This is an optimization exercise on Yosys and OpenROAD, whose aim is small area, a short achievable clock period and few clock cycles per item, not a production implementation.
Only simulation tests tie the RTL to the original design; equivalence was not proved.
No activity file was given, so power comes from the tool's default toggle rates.

[flow/config.mk]
export PLATFORM = sky130hd
export DESIGN_NAME = dedup_fifo_queue
export DESIGN_NICKNAME = dedup_fifo_queue
export VERILOG_FILES = /design/flow/design.v
export SDC_FILE = /design/flow/constraint.sdc
export NUM_CORES = 4
export LEC_CHECK = 0
export CAP_MARGIN = 20
export CORE_MARGIN = 2
export CORE_UTILIZATION = 45
export CTS_CLUSTER_DIAMETER = 100
export CTS_CLUSTER_SIZE = 30
export MIN_ROUTING_LAYER = met2
export SETUP_SLACK_MARGIN = 4.0
export SLEW_MARGIN = 20
[flow/constraint.sdc]
create_clock -name core_clock -period 7.5 [get_ports {clock}]
set_input_delay 1.5000 -clock core_clock [delete_from_list [all_inputs] [get_ports {clock}]]
set_output_delay 1.5000 -clock core_clock [all_outputs]
set_load 0.01 [all_outputs]
[flow/design.v]
`timescale 1ns / 1ps
package dfq_pkg;
   localparam int DEPTH  = 128;
   localparam int IDX_W  = $clog2(DEPTH);
   localparam int CNT_W  = $clog2(DEPTH + 1);
   localparam int DATA_W = 32;
   localparam int OCC_W  = 8;
   localparam int KEY_W  = 16;      
   localparam logic [2:0] STATUS_OK    = 3'd0;
   localparam logic [2:0] STATUS_DUP   = 3'd1;
   localparam logic [2:0] STATUS_FULL  = 3'd2;
   localparam logic [2:0] STATUS_EMPTY = 3'd3;
   localparam logic [2:0] STATUS_ZERO  = 3'd4;
endpackage
`timescale 1ns / 1ps
module dfq_ram #(
   parameter int WIDTH = 32,
   parameter int DEPTH = 128
) (
   input  logic                          clock,
   input  logic                          reset,
   input  logic                          wr_en,
   input  logic [$clog2(DEPTH)-1:0]      wr_addr,
   input  logic [WIDTH-1:0]              wr_data,
   input  logic                          clr_en,
   input  logic [$clog2(DEPTH)-1:0]      clr_addr,
   input  logic [$clog2(DEPTH)-1:0]      rd_addr,
   output logic [WIDTH-1:0]              rd_data,
   output logic [DEPTH-1:0][WIDTH-1:0]   q
);
   logic [DEPTH-1:0] we;
   logic [DEPTH-1:0] hold;
   always_comb begin
      for (int i = 0; i < DEPTH; i++) begin
         we[i]   = ~reset & wr_en & (wr_addr == i);
         hold[i] = ~reset & ~(wr_en & (wr_addr == i)) & ~(clr_en & (clr_addr == i));
      end
   end
   assign rd_data = q[rd_addr];
   always_ff @(posedge clock) begin
      for (int i = 0; i < DEPTH; i++) begin
         q[i] <= (q[i] & {WIDTH{hold[i]}}) | (wr_data & {WIDTH{we[i]}});
      end
   end
endmodule
`timescale 1ns / 1ps
module dfq_match #(
   parameter int WIDTH = 32,
   parameter int DEPTH = 128,
   parameter int KEY_W = 16
) (
   input  logic [DEPTH-1:0][WIDTH-1:0] q,
   input  logic [KEY_W-1:0]            key,
   input  logic [DEPTH-1:0]            kill,
   output logic [$clog2(DEPTH)-1:0]    has0,
   output logic [$clog2(DEPTH)-1:0]    has1
);
   localparam int IDX_W = $clog2(DEPTH);
   logic [DEPTH-1:0] cand;
   always_comb begin
      for (int i = 0; i < DEPTH; i++)
         cand[i] = (q[i][KEY_W-1:0] == key) & ~kill[i];
      has0 = '0;
      has1 = '0;
      for (int i = 0; i < DEPTH; i++) begin
         for (int b = 0; b < IDX_W; b++) begin
            if ((i >> b) & 1) has1[b] = has1[b] | cand[i];
            else              has0[b] = has0[b] | cand[i];
         end
      end
   end
endmodule
`timescale 1ns / 1ps
module dedup_fifo_queue (
   input  logic        clock,
   input  logic        reset,
   input  logic        start,
   output logic        busy,
   input  logic        req_operation,
   input  logic [31:0] req_value,
   output logic        rsp_valid,
   output logic [31:0] rsp_dequeued_value,
   output logic [2:0]  rsp_status,
   output logic [7:0]  rsp_occupancy
);
   localparam int DEPTH  = dfq_pkg::DEPTH;
   localparam int IDX_W  = dfq_pkg::IDX_W;
   localparam int CNT_W  = dfq_pkg::CNT_W;
   localparam int DATA_W = dfq_pkg::DATA_W;
   localparam int KEY_W  = dfq_pkg::KEY_W;
   logic              r_v_ff;
   logic              r_op_ff;
   logic [DATA_W-1:0] r_key_ff;
   logic              m_v_ff;
   logic              m_op_ff;
   logic              m_zero_ff;
   logic              m_eqz_ff;         
   logic              m_eqy_ff;         
   logic [DATA_W-1:0] m_key_ff;
   logic [IDX_W-1:0]  m_has0_ff;
   logic [IDX_W-1:0]  m_has1_ff;
   logic [IDX_W-1:0]  m_addr_ff;        
   logic              v_v_ff;
   logic              v_op_ff;
   logic              v_zero_ff;
   logic              v_fwd_ff;         
   logic              v_eqy_ff;
   logic              v_any_ff;
   logic              v_two_ff;
   logic [DATA_W-1:0] v_key_ff;
   logic [DATA_W-1:0] v_rd_ff;
   logic [IDX_W-1:0]  head_ff;
   logic [IDX_W-1:0]  head_p1_ff;       
   logic [IDX_W-1:0]  head_p2_ff;       
   logic              empty_ff;         
   logic [IDX_W-1:0]  tail_ff;
   logic [CNT_W-1:0]  count_ff;
   logic              enq_ff;           
   logic [DEPTH-1:0][DATA_W-1:0] q;
   logic              fb_act_ff;
   logic [IDX_W:0]    fb_cnt_ff;
   logic              fb_found_ff;
   logic              busy_ff;          
   logic              rsp_valid_ff;
   logic [DATA_W-1:0] rsp_value_ff;
   logic [2:0]        rsp_status_ff;
   logic [7:0]        rsp_occ_ff;
   logic [DEPTH-1:0]  kill;
   logic [IDX_W-1:0]  c_has0, c_has1, deq_addr, rd_addr;
   logic [DATA_W-1:0] rd_data;
   logic              c_any, c_two;
   logic              y_deq, empty_after_d;
   logic              multi_next, freeze_next;
   logic              eq_rd, dup, empty, full;
   logic              multi, fb_last, freeze;
   logic              do_enq, do_deq, fwd_rd;
   logic [CNT_W-1:0]  count_in;
   logic [2:0]        status_in;
   assign empty   = empty_ff;
   assign full    = count_ff[CNT_W-1];
   assign eq_rd   = (v_rd_ff == v_key_ff);
   assign multi   = v_v_ff & ~v_op_ff & ~v_zero_ff & v_two_ff;
   assign fb_last = fb_act_ff & fb_cnt_ff[IDX_W];
   assign freeze  = busy_ff;
   assign busy    = busy_ff;
   assign multi_next  = freeze ? multi : (m_v_ff & ~m_op_ff & ~m_zero_ff & c_two);
   assign freeze_next = multi_next & ~(freeze & fb_act_ff & (fb_cnt_ff == (IDX_W + 1)'(DEPTH - 1)));
   assign dup     = multi ? (fb_found_ff | eq_rd)
                          : ((v_any_ff & eq_rd) | v_fwd_ff | (v_eqy_ff & enq_ff));
   assign do_deq  = v_v_ff & v_op_ff & ~empty;
   assign do_enq  = v_v_ff & ~v_op_ff & ~v_zero_ff & ~dup & ~full & ~freeze;
   always_comb begin
      count_in = count_ff;
      if (do_enq) count_in = count_ff + CNT_W'(1);
      if (do_deq) count_in = count_ff - CNT_W'(1);
      if (v_op_ff)        status_in = empty ? dfq_pkg::STATUS_EMPTY : dfq_pkg::STATUS_OK;
      else if (v_zero_ff) status_in = dfq_pkg::STATUS_ZERO;
      else if (dup)       status_in = dfq_pkg::STATUS_DUP;
      else if (full)      status_in = dfq_pkg::STATUS_FULL;
      else                status_in = dfq_pkg::STATUS_OK;
   end
   dfq_ram #(.WIDTH(DATA_W), .DEPTH(DEPTH)) u_entries (
      .clock    (clock),
      .reset    (reset),
      .wr_en    (do_enq),
      .wr_addr  (tail_ff),
      .wr_data  (v_key_ff),
      .clr_en   (do_deq),
      .clr_addr (head_ff),
      .rd_addr  (rd_addr),
      .rd_data  (rd_data),
      .q        (q)
   );
   always_ff @(posedge clock) begin
      if (reset) begin
         head_ff      <= '0;
         head_p1_ff   <= IDX_W'(1);
         head_p2_ff   <= IDX_W'(2);
         empty_ff     <= 1'b1;
         tail_ff      <= '0;
         count_ff     <= '0;
         enq_ff       <= 1'b0;
         fb_act_ff    <= 1'b0;
         busy_ff      <= 1'b0;
         rsp_valid_ff <= 1'b0;
      end else begin
         if (do_enq) tail_ff <= tail_ff + IDX_W'(1);
         if (do_deq) begin
            head_ff    <= head_p1_ff;
            head_p1_ff <= head_p2_ff;
            head_p2_ff <= head_p2_ff + IDX_W'(1);
         end
         count_ff     <= count_in;
         empty_ff     <= (count_in == '0);
         if (!freeze) enq_ff <= do_enq;
         fb_act_ff    <= freeze;
         busy_ff      <= freeze_next;
         rsp_valid_ff <= v_v_ff & ~freeze;
      end
      fb_cnt_ff   <= fb_act_ff ? fb_cnt_ff + (IDX_W + 1)'(1) : '0;
      fb_found_ff <= fb_act_ff & (fb_found_ff | (eq_rd & (fb_cnt_ff != '0)));
      rsp_value_ff  <= do_deq ? v_rd_ff : '0;
      rsp_status_ff <= status_in;
      rsp_occ_ff    <= 8'(count_in);
   end
   assign rd_addr = (fb_act_ff & ~fb_last) ? fb_cnt_ff[IDX_W-1:0] : m_addr_ff;
   assign c_two   = |(m_has0_ff & m_has1_ff);
   assign c_any   = m_has0_ff[0] | m_has1_ff[0];
   assign fwd_rd = m_op_ff & v_v_ff & ~v_op_ff & ~v_zero_ff & empty & ~freeze;
   always_ff @(posedge clock) begin
      if (reset) begin
         v_v_ff <= 1'b0;
      end else if (!freeze) begin
         v_v_ff <= m_v_ff;
      end
      if (!freeze) begin
         v_op_ff   <= m_op_ff;
         v_zero_ff <= m_zero_ff;
         v_key_ff  <= m_key_ff;
         v_fwd_ff  <= m_eqz_ff & enq_ff & ~(do_deq & (count_ff == CNT_W'(1)));
         v_eqy_ff  <= m_eqy_ff;
         v_any_ff  <= c_any & ~(do_deq & (m_has1_ff == head_ff));
         v_two_ff  <= c_two;
      end
      if (!freeze || fb_act_ff) begin
         v_rd_ff <= fwd_rd ? v_key_ff : rd_data;
      end
   end
   always_comb begin
      for (int i = 0; i < DEPTH; i++) kill[i] = do_deq & (head_ff == i);
   end
   dfq_match #(.WIDTH(DATA_W), .DEPTH(DEPTH), .KEY_W(KEY_W)) u_match (
      .q    (q),
      .key  (r_key_ff[KEY_W-1:0]),
      .kill (kill),
      .has0 (c_has0),
      .has1 (c_has1)
   );
   assign empty_after_d = (empty_ff & ~(v_v_ff & ~v_op_ff & ~v_zero_ff)) |
                          (do_deq & (count_ff == CNT_W'(1)));
   assign y_deq    = m_v_ff & m_op_ff & ~empty_after_d;
   assign deq_addr = (do_deq & y_deq) ? head_p2_ff : ((do_deq | y_deq) ? head_p1_ff : head_ff);
   always_ff @(posedge clock) begin
      if (reset) begin
         m_v_ff <= 1'b0;
      end else if (!freeze) begin
         m_v_ff <= r_v_ff;
      end
      if (!freeze) begin
         m_op_ff   <= r_op_ff;
         m_key_ff  <= r_key_ff;
         m_zero_ff <= (r_key_ff == '0);
         m_eqz_ff  <= (r_key_ff == v_key_ff);
         m_eqy_ff  <= (r_key_ff == m_key_ff);
         m_has0_ff <= c_has0;
         m_has1_ff <= c_has1;
         m_addr_ff <= r_op_ff ? deq_addr : c_has1;
      end
   end
   always_ff @(posedge clock) begin
      if (reset) begin
         r_v_ff <= 1'b0;
      end else if (!freeze) begin
         r_v_ff <= start;
      end
      if (!freeze) begin
         r_op_ff  <= req_operation;
         r_key_ff <= req_value;
      end
   end
   assign rsp_valid          = rsp_valid_ff;
   assign rsp_dequeued_value = rsp_value_ff;
   assign rsp_status         = rsp_status_ff;
   assign rsp_occupancy      = rsp_occ_ff;
endmodule
[flow/run.sh]
#!/bin/bash
# synth_recipe.tcl (not shown) runs the flow's synth.tcl, then flattens the netlist and writes it again
# the make line also repeats each setting of config.mk as NAME=value (left out here)
make -C /OpenROAD-flow-scripts/flow DESIGN_CONFIG=/design/flow/config.mk WORK_HOME=/design/flow/orfs CLKGATE_MAP_FILE= SYNTH_SCRIPT=/design/flow/synth_recipe.tcl finish
==> flow_summary.ini, run 1 <==
[clock_tree]
clock-sinks = 4352
numCtsBuffers = 191
cts_max_level = 4
clock-root-buffer = clkbuf_16
cts_buffer_depth = 4

[die]
die_w_um = 672
io-pin-count = 81
initial_core_util_pct = 45.1
rows = 245
die_y_um = 672

[placement]
place_area_sq_um = 207000
dp_hpwl_um = 654000
gp_congestion = 1.16
numPortBuffers = 80
dp.cells = 24900

[logic_synthesis]
ys_ff_latch = 4352
netlist_instances = 20500
syn_area_per_cell_sq_um = 9.79
yosysWarnings = 3
synth_edf_count = 160
syn_nets = 20500
synthFlopType = dfxtp_1
synthDistinctLibCells = 79
syn_area_sq_um = 201000
async_flop_share_pct = 0
ys_seq_area_share_pct = 44.2

[global_route]
grt_use_total_pct = 78.5
grt_start_max_net_pins = 85
grt_pass1_wl_um = 1670000
grt_pass1_vias = 272000
grt_overflow = 122

[run_status]
error = [ERROR GRT-0116] Global routing finished with congestion. Check the congestion regions in the DRC Viewer.
outcome = did not finish
stop_stage = 5_1_grt
-- how the worst max path moves through the flow --
stage,cells after the start,endpoint,from
after CTS,13,v_rd_ff[31],fb_cnt_ff[7]
after global placement,9,v_rd_ff[20],fb_act_ff
after detailed placement,11,v_rd_ff[25],fb_act_ff
after floorplan,7,u_entries.q[865],reset
-- metrics by stage --
step,util [%],worst slack (ps)
detailed placement,46.7,2000
floorplan,-,4130
CTS,51.6,3750
global placement,46.6,619
-- layer usage --
metal  GRT usage [%]  GRT overflow
met1               -             -
met2            82.3             0
met3            88.5            97
met5            71.5            21
met4            55.4             4
-- kinds of logic after synthesis --
group	Yosys count	synth area share (%)
compound gates	5428	23.4
simple gates	5289	12.1
flops	4352	44.2
buf+inv	2423	5.34
xor+xnor	2169	9.47
mux	823	5.37
fa+ha+maj	10	0.0624
-- power by group through the flow --
stage | clock network [W] | logic (W) | registers (W)
after floorplan | 0 | 0.00243 | 0.0239
after global placement | 0 | 0.00451 | 0.0240
after detailed placement | 0 | 0.00451 | 0.0240
after CTS | 0.0139 | 0.00581 | 0.0234
-- Yosys cell counts (183+ instances only) --
master	number	area, sq um
buf_2	887	4440
nand4_1	190	1190
a211oi_1	183	1370
a22o_1	4100	35900
mux4_2	201	4530
nand2_1	2955	11100
dfxtp_1	4192	83900
clkbuf_1	1239	4650
xor2_1	1962	17200
nor4_1	541	3380
xnor2_1	207	1810
and3_1	487	3050
a311oi_1	474	4150
mux2i_1	617	6180
nor2_1	358	1340
nand3_1	490	2450
-- repair_timing --
action / 4_1_cts
gates resized for setup: 1429
buffers inserted: 420
hold buffers: 0
pin swaps: 241
gates cloned: 177
setup endpoints to repair: 4175
Testbench counts, summed over its fixed seeds: cycles 16,032, ops 16,000.
==> inputs of run 2 (changes only) <==
--- a/flow/config.mk
+++ b/flow/config.mk
@@ -7,9 +7,6 @@
 export LEC_CHECK = 0
 export CAP_MARGIN = 20
 export CORE_MARGIN = 2
-export CORE_UTILIZATION = 45
-export CTS_CLUSTER_DIAMETER = 100
-export CTS_CLUSTER_SIZE = 30
-export MIN_ROUTING_LAYER = met2
+export CORE_UTILIZATION = 40
 export SETUP_SLACK_MARGIN = 4.0
 export SLEW_MARGIN = 20
==> run 2 against run 1 <==
  * Now clean on timing, DRC and antenna
  * Area after synthesis unchanged
  * Synthesized cell count unchanged
==> flow_summary.ini, run 2 <==
[run_status]
outcome = no timing/DRC/antenna violations

[clock_tree]
clk_pin_slew_ps = 60
cts_max_level = 5
cts_tree = built
ctsHoldBuffers = 0
numCtsBuffers = 463
clock-root-buffer = clkbuf_16
cts_buffer_depth = 4
clk_latency_ps = 1170
clock-sinks = 4352

[logic_synthesis]
yosys.area_share.xor_xnor_pct = 9.47
synth_compound_area_share_pct = 23.4
synthDistinctLibCells = 79
synthFlopType = dfxtp_1
syn_nets = 20500
synth_top_area_share_pct = 41.8
synthTopCellsByCount = 4,192 x dfxtp_1, 4,100 x a22o_1, 2,955 x nand2_1, 1,962 x xor2_1, 1,239 x clkbuf_1
yosysWarnings = 3
yosysMostFrequentCell = dfxtp_1
ys_seq_area_share_pct = 44.2
yosysTopAreaCell = dfxtp_1
syn_area_per_cell_sq_um = 9.79
synthAdderAreaFrac_pct = 0.0624
syn_area_sq_um = 201000
synthTopCellsByArea = dfxtp_1 42%, a22o_1 18%, xor2_1 8.6%
netlist_instances = 20500
synth_edf_count = 160
synth.area.mux_share_pct = 5.37
yosys.area_share.simple_pct = 12.1
async_flop_share_pct = 0
ys_ff_latch = 4352
synth_top_family_by_area = compound AO/OA/AOI/OAI gates

[setup_path]
critPathKind = reg -> reg
cp_cell_sequence = nand2b_4 > buf_8 > a21o_4 > buf_16 > buf_16 > buf_4 > buf_16 > nand2_1 > and3_1 > a311oi_1 > o311ai_0 > a21oi_2 > or4_1
r2r_slack_ps = 3580
r2r_cells = 13
path_max_fanout = 31
r2r_start = fb_cnt_ff[7]
cp_top_family = compound AO/OA/AOI/OAI gates
crit_arrival_ps = 4780
path_depth = 13
crit_top_cell = buf_16
slowest_delay_ps = 580
cp_slowest_cell = or4_1
worstSetupEndpoint = v_rd_ff[6]
crit_buf_inv = 5
critPathLaunchType = flop
cp-end-kind = flop
startpoint = fb_cnt_ff[7]
cp.required_ps = 8360
regToRegEndpoint = v_rd_ff[6]

[routing]
drt_wl_total_um = 1050000
via_per_inst = 6.91
route.detailed.drc = 0
wl_per_cell_um = 38.3
drtAntennaViolNets = 0
via_count = 189000
first_pass_iters = 10
first_iter_violations = 33600

[sta]
setup_viol = 0
hold_viol = 0
tns_ps = 0
drv_slew = 0
rsz0062_at_grt = true
timing.final.crit_share_pct = 52.2
worstMarginPinSlew_ps = 1240
fmax_mhz = 255
relSlewSlack_pct = 17.1
fin_crit_ps = 3920
fin_ws_ps = 3580
fin_skew_ps = 172

[global_route]
top_usage_layer = met2
met3_usage_pct = 16.4
use_met1_pct = 49.1
grt_use_total_pct = 38.3
grt_start_max_net_pins = 131
use_met2_pct = 50.8
grt_pass1_vias = 169000
antenna_found_initial = 101
grt_overflow = 0
grt_pass1_wl_um = 1400000

[die]
core_sq_um = 500000
rows = 260
initial_core_util_pct = 40.1
die_y_um = 712
dieArea_sq_um = 507000
io-pin-count = 81
die_w_um = 712

[power]
pwr-share-seq_pct = 43.5
ir_drop_mv = 0.243
combPwrFrac_pct = 11.5
power.leakage_nw = 93.0
p_switching_w = 0.0151
p_per_area_nw_per_um2 = 222
p_int_w = 0.0387
swShare_pct = 28.1
pwr-share-clk_pct = 44.9

[layout]
fin_area_sq_um = 243000
nNetsFinal = 20200
postLayoutCoreUtil_pct = 48.5
layout_common_cells = 4,182 x dfxtp_1, 4,100 x a22o_1, 2,914 x nand2_1
drive_gt1_share_pct = 16.6
largest_reg_flops = 4096
syn_to_final_growth_pct = 21.1
regMostFlops = u_entries.q
mostFrequentLayoutCell = dfxtp_1

[placement]
dp_hpwl_um = 573000
place_area_sq_um = 207000
gp_congestion = 1.03
numPortBuffers = 80
post-place-ws_ps = 1740

[worst_hold_path]
hold_class = reg -> reg
min-delay-start = m_key_ff[9]

[job]
cap_violations = 0
run 2: worst min path at each step:
stage	to	slack (ps)	cells after the start
after CTS	head_ff[1]	470	2
after global routing	v_key_ff[9]	470	0
final	v_key_ff[9]	470	0
after global placement	u_entries.q[478]	450	1
after detailed placement	u_entries.q[3998]	450	1
after floorplan	v_eqy_ff	400	0
run 2: power groups by stage:
stage	registers [W]	clock network, W	logic (W)
after floorplan	0.0239	0	0.00243
final	0.0234	0.0242	0.00620
after global placement	0.0240	0	0.00433
after CTS	0.0234	0.0241	0.00543
after global routing	0.0234	0.0250	0.00604
after detailed placement	0.0240	0	0.00433
run 2: routing by layer:
layer / part of all wire (%) / routed length, um
met5: 0.071 / 741
met4: 8.8 / 92400
met3: 16 / 170000
met2: 38 / 402000
met1: 37 / 384000
run 2: metrics by stage:
stage          std cells  power, W  hold WS (ps)
6_report           27400    0.0538           471
5_1_grt            27300    0.0545           472
4_1_cts            27000    0.0530           470
3_5_place_dp       25600    0.0283           449
3_3_place_gp       25600    0.0283           452
2_1_floorplan      20500    0.0263           400
run 2: kinds of logic after synthesis:
kind of cell    Yosys count
compound gates         5428
simple gates           5289
mux                     823
fa+ha+maj                10
flops                  4352
buf+inv                2423
xor+xnor               2169
run 2: layout make-up:
type / instances / area, sq um
inverter: 83 / 315
sequential: 4352 / 88800
fill: 45600 / 257000
antenna: 145 / 363
multi-input combinational: 13700 / 108000
clock inverter: 151 / 1980
timing repair buffer: 1521 / 21500
clock buffer: 703 / 13800
tap: 6681 / 8360
run 2: timing repair:
action                                  4_1_cts  5_1_grt
pin swaps                                   194      168
gates resized for setup                    1174      522
endpoints found under the setup margin     4203     4143
setup buffers                               341      230
gates cloned                                180       43
==> inputs of run 3 (changes only) <==
--- a/flow/config.mk
+++ b/flow/config.mk
@@ -8,5 +8,7 @@
 export CAP_MARGIN = 20
 export CORE_MARGIN = 2
 export CORE_UTILIZATION = 40
+export CTS_CLUSTER_DIAMETER = 60
+export CTS_CLUSTER_SIZE = 20
 export SETUP_SLACK_MARGIN = 4.0
 export SLEW_MARGIN = 20
==> run 3 against run 2 <==
  * Still clean
  * Worst hold slack got worse by 0.79 ps
  * Die area unchanged
  * Utilization rose by 0.065 points
  * Non-clock buffer count increased by 69
  * Sequential cell count unchanged
  * Register-to-register slack worse by 200 ps
  * Critical path type unchanged
  * Critical endpoint is now v_rd_ff[10]
==> flow_summary.ini, run 3 <==
[run_status]
outcome = no timing/DRC/antenna violations

[setup_path]
crit_top_cell = buf_4
critPathKind = reg -> reg
path_max_fanout = 62
cp_top_family = compound AO/OA/AOI/OAI gates
slowest_delay_ps = 770
cp-end-kind = flop
crit_arrival_ps = 5140
cp_slowest_cell = a21oi_1
critPathLaunchType = flop
cp.required_ps = 8520
crit_buf_inv = 4
cp_cell_sequence = nand2b_4 > buf_8 > buf_4 > a21oi_4 > buf_4 > buf_16 > nand2_1 > and3_1 > a311oi_1 > o311ai_2 > a21oi_1 > or4_4

[sta]
worstMarginPinSlew_ps = 1370
fin_skew_ps = 170
timing.final.crit_share_pct = 55.0
hold_viol = 0
relSlewSlack_pct = 8.85
drv_slew = 0
rsz0062_at_grt = true
fmax_mhz = 243
fin_crit_ps = 4120
tns_ps = 0
setup_viol = 0

[logic_synthesis]
synth_edf_count = 160
synth_top_area_share_pct = 41.8
syn_area_per_cell_sq_um = 9.79
ys_ff_latch = 4352
syn_nets = 20500
syn_area_sq_um = 201000
async_flop_share_pct = 0
synth_compound_area_share_pct = 23.4
synthTopCellsByCount = 4,192 x dfxtp_1, 4,100 x a22o_1, 2,955 x nand2_1, 1,962 x xor2_1, 1,239 x clkbuf_1
synthFlopType = dfxtp_1
synth.area.mux_share_pct = 5.37
yosys.area_share.xor_xnor_pct = 9.47
synthTopCellsByArea = dfxtp_1 42%, a22o_1 18%, xor2_1 8.6%
yosysTopAreaCell = dfxtp_1
netlist_instances = 20500
yosysWarnings = 3
synth_top_family_by_area = compound AO/OA/AOI/OAI gates
ys_seq_area_share_pct = 44.2
synthAdderAreaFrac_pct = 0.0624
yosysMostFrequentCell = dfxtp_1
yosys.area_share.simple_pct = 12.1
synthDistinctLibCells = 79

[power]
ir_drop_mv = 0.215
p_int_w = 0.0371
combPwrFrac_pct = 11.9
pwr-share-seq_pct = 44.4
power.leakage_nw = 92.8
p_switching_w = 0.0157
pwr-share-clk_pct = 43.7
swShare_pct = 29.7
p_per_area_nw_per_um2 = 217

[global_route]
top_usage_layer = met2
use_met1_pct = 49.2
grt_start_max_net_pins = 131
grt_pass1_wl_um = 1400000
grt_pass1_vias = 169000
grt_overflow = 0
grt_use_total_pct = 38.2
met3_usage_pct = 16.0
use_met2_pct = 51.2
antenna_found_initial = 104

[worst_hold_path]
hold_class = reg -> reg

[layout]
syn_to_final_growth_pct = 21.3
fin_area_sq_um = 243000
nNetsFinal = 20200
largest_reg_flops = 4096
regMostFlops = u_entries.q
mostFrequentLayoutCell = dfxtp_1
layout_common_cells = 4,180 x dfxtp_1, 4,100 x a22o_1, 2,903 x nand2_1
drive_gt1_share_pct = 17.3

[die]
dieArea_sq_um = 507000
die_y_um = 712
initial_core_util_pct = 40.1
io-pin-count = 81
die_w_um = 712
core_sq_um = 500000
rows = 260

[clock_tree]
cts_tree = built
clock-root-buffer = clkbuf_16
clock-sinks = 4352
clk_latency_ps = 1160
clk_pin_slew_ps = 80
numCtsBuffers = 411
ctsHoldBuffers = 0
cts_max_level = 5
cts_buffer_depth = 4

[routing]
first_pass_iters = 10
via_count = 189000
via_per_inst = 6.91
drt_wl_total_um = 1050000
route.detailed.drc = 0
drtAntennaViolNets = 0
first_iter_violations = 33600
wl_per_cell_um = 38.2

[placement]
gp_congestion = 1.03
numPortBuffers = 80
dp_hpwl_um = 573000
place_area_sq_um = 207000

[job]
cap_violations = 0
[run 3: cell count changes in the layout (fill, tap and decap cells not counted), moves of 44 or more]
| cell | previous run | this run |
|---|---|---|
| buf_4 | 702 | 746 |
| clkbuf_1 | 114 | 22 |
| clkbuf_16 | 511 | 465 |
| clkbuf_8 | 130 | 34 |
| clkinvlp_4 | 12 | 56 |
| inv_6 | 4 | 69 |
[run 3: final cells by class]
class | count | area (sq um)
diodes | 165 | 413
well taps | 6681 | 8360
clock buffers | 464 | 10900
clock inverters | 307 | 3680
inverters | 83 | 315
multi-input cells | 13700 | 108000
fillers | 45600 | 257000
repair buffers | 1590 | 22600
flip-flops and latches | 4352 | 88800
[run 3: worst paths after layout]
path	slack [ps]	startpoint	cells after the start	end
setup / recovery	3380	fb_cnt_ff[7]	12	v_rd_ff[10]
hold / removal	470	head_p1_ff[4]	2	head_ff[4]
setup reg to reg	3380	fb_cnt_ff[7]	12	v_rd_ff[10]
hold reg to reg	470	head_p1_ff[4]	2	head_ff[4]
[run 3: per-stage QoR]
| step | power (W) | util (%) | setup slack, ps | hold slack [ps] | instances |
|---|---|---|---|---|---|
| floorplan | 0.0263 | - | 4130 | 400 | 20500 |
| global placement | 0.0283 | 41.4 | 1550 | 452 | 25600 |
| detailed placement | 0.0283 | 41.5 | 1740 | 449 | 25600 |
| CTS | 0.0518 | 47.3 | 3590 | 470 | 26900 |
| global route | 0.0533 | 48.6 | 3510 | 481 | 27300 |
| finish | 0.0527 | 48.6 | 3380 | 470 | 27400 |
[run 3: timing repair]
item / in CTS / in global routing
hold endpoints to repair: 0 / 0
setup endpoints to repair: 4191 / 4146
gates cloned: 185 / 52
resized for setup: 1304 / 521
pin swaps: 224 / 225
buffers inserted: 375 / 250
[run 3: kinds of logic (layout without fill, tap and decap cells)]
kind of cell | Yosys count | count (layout)
simple gates | 5289 | 5305
compound gates | 5428 | 5428
xor+xnor | 2169 | 2169
other cells | 0 | 165
fa+ha+maj | 10 | 10
flops | 4352 | 4352
mux | 823 | 832
buf+inv | 2423 | 2444
[run 3: metal layers]
metal | vias to the layer above | routed length, um
met2 | 16400 | 402000
met4 | 44 | 93000
li1 | 75100 | -
met1 | 94000 | 383000
met3 | 3753 | 168000
met5 | - | 1160
[run 3: tightest hold or removal path, delay by kind of cell, from the launching register on]
family | cells | cell delay [ps]
AND/OR/NAND/NOR | 1 | 60
AO/OA/AOI/OAI | 1 | 50
flip-flops | 1 | 330
[run 3: power by group through the flow]
stage          sequential (W)  combinational (W)  clock [W]
2_1_floorplan          0.0239            0.00243          0
3_3_place_gp           0.0240            0.00433          0
3_5_place_dp           0.0240            0.00433          0
4_1_cts                0.0234            0.00548     0.0229
5_1_grt                0.0234            0.00611     0.0238
6_report               0.0234            0.00627     0.0230

[re-timing with driven ports]
The flow's constraints put no driver on any port. The routed layouts listed below were extracted and timed again, unchanged, in two steps.
Step 1 assumes that a clkbuf_16 drives the clock port and a buf_2 every other input.
Step 2 adds t to the input delays and takes it off the output delays; t is the mean of the earliest and latest rising clock arrival at the registers after step 1. Input paths then give back, and output paths get back, about the clock's delay inside the block.
Three values: no drivers, after step 1, after step 2; two values: the first two.
| run | t, ns | slack for setup (ns) | worst hold slack (ns) | slew at the worst register clock pin (ns) |
|---|---|---|---|---|
| run 2 | 1.216 | 3.583 / 3.583 / 2.861 | 0.471 / 0.471 / 0.471 | 0.07 / 0.07 |
| run 3 | 1.203 | 3.378 / 3.378 / 2.851 | 0.470 / 0.470 / 0.470 | 0.09 / 0.09 |
After both steps every run listed still meets setup and hold. For run 2, which loses most, drivers alone change the setup slack by 0.000 ns; drivers and shift together by -0.722 ns.
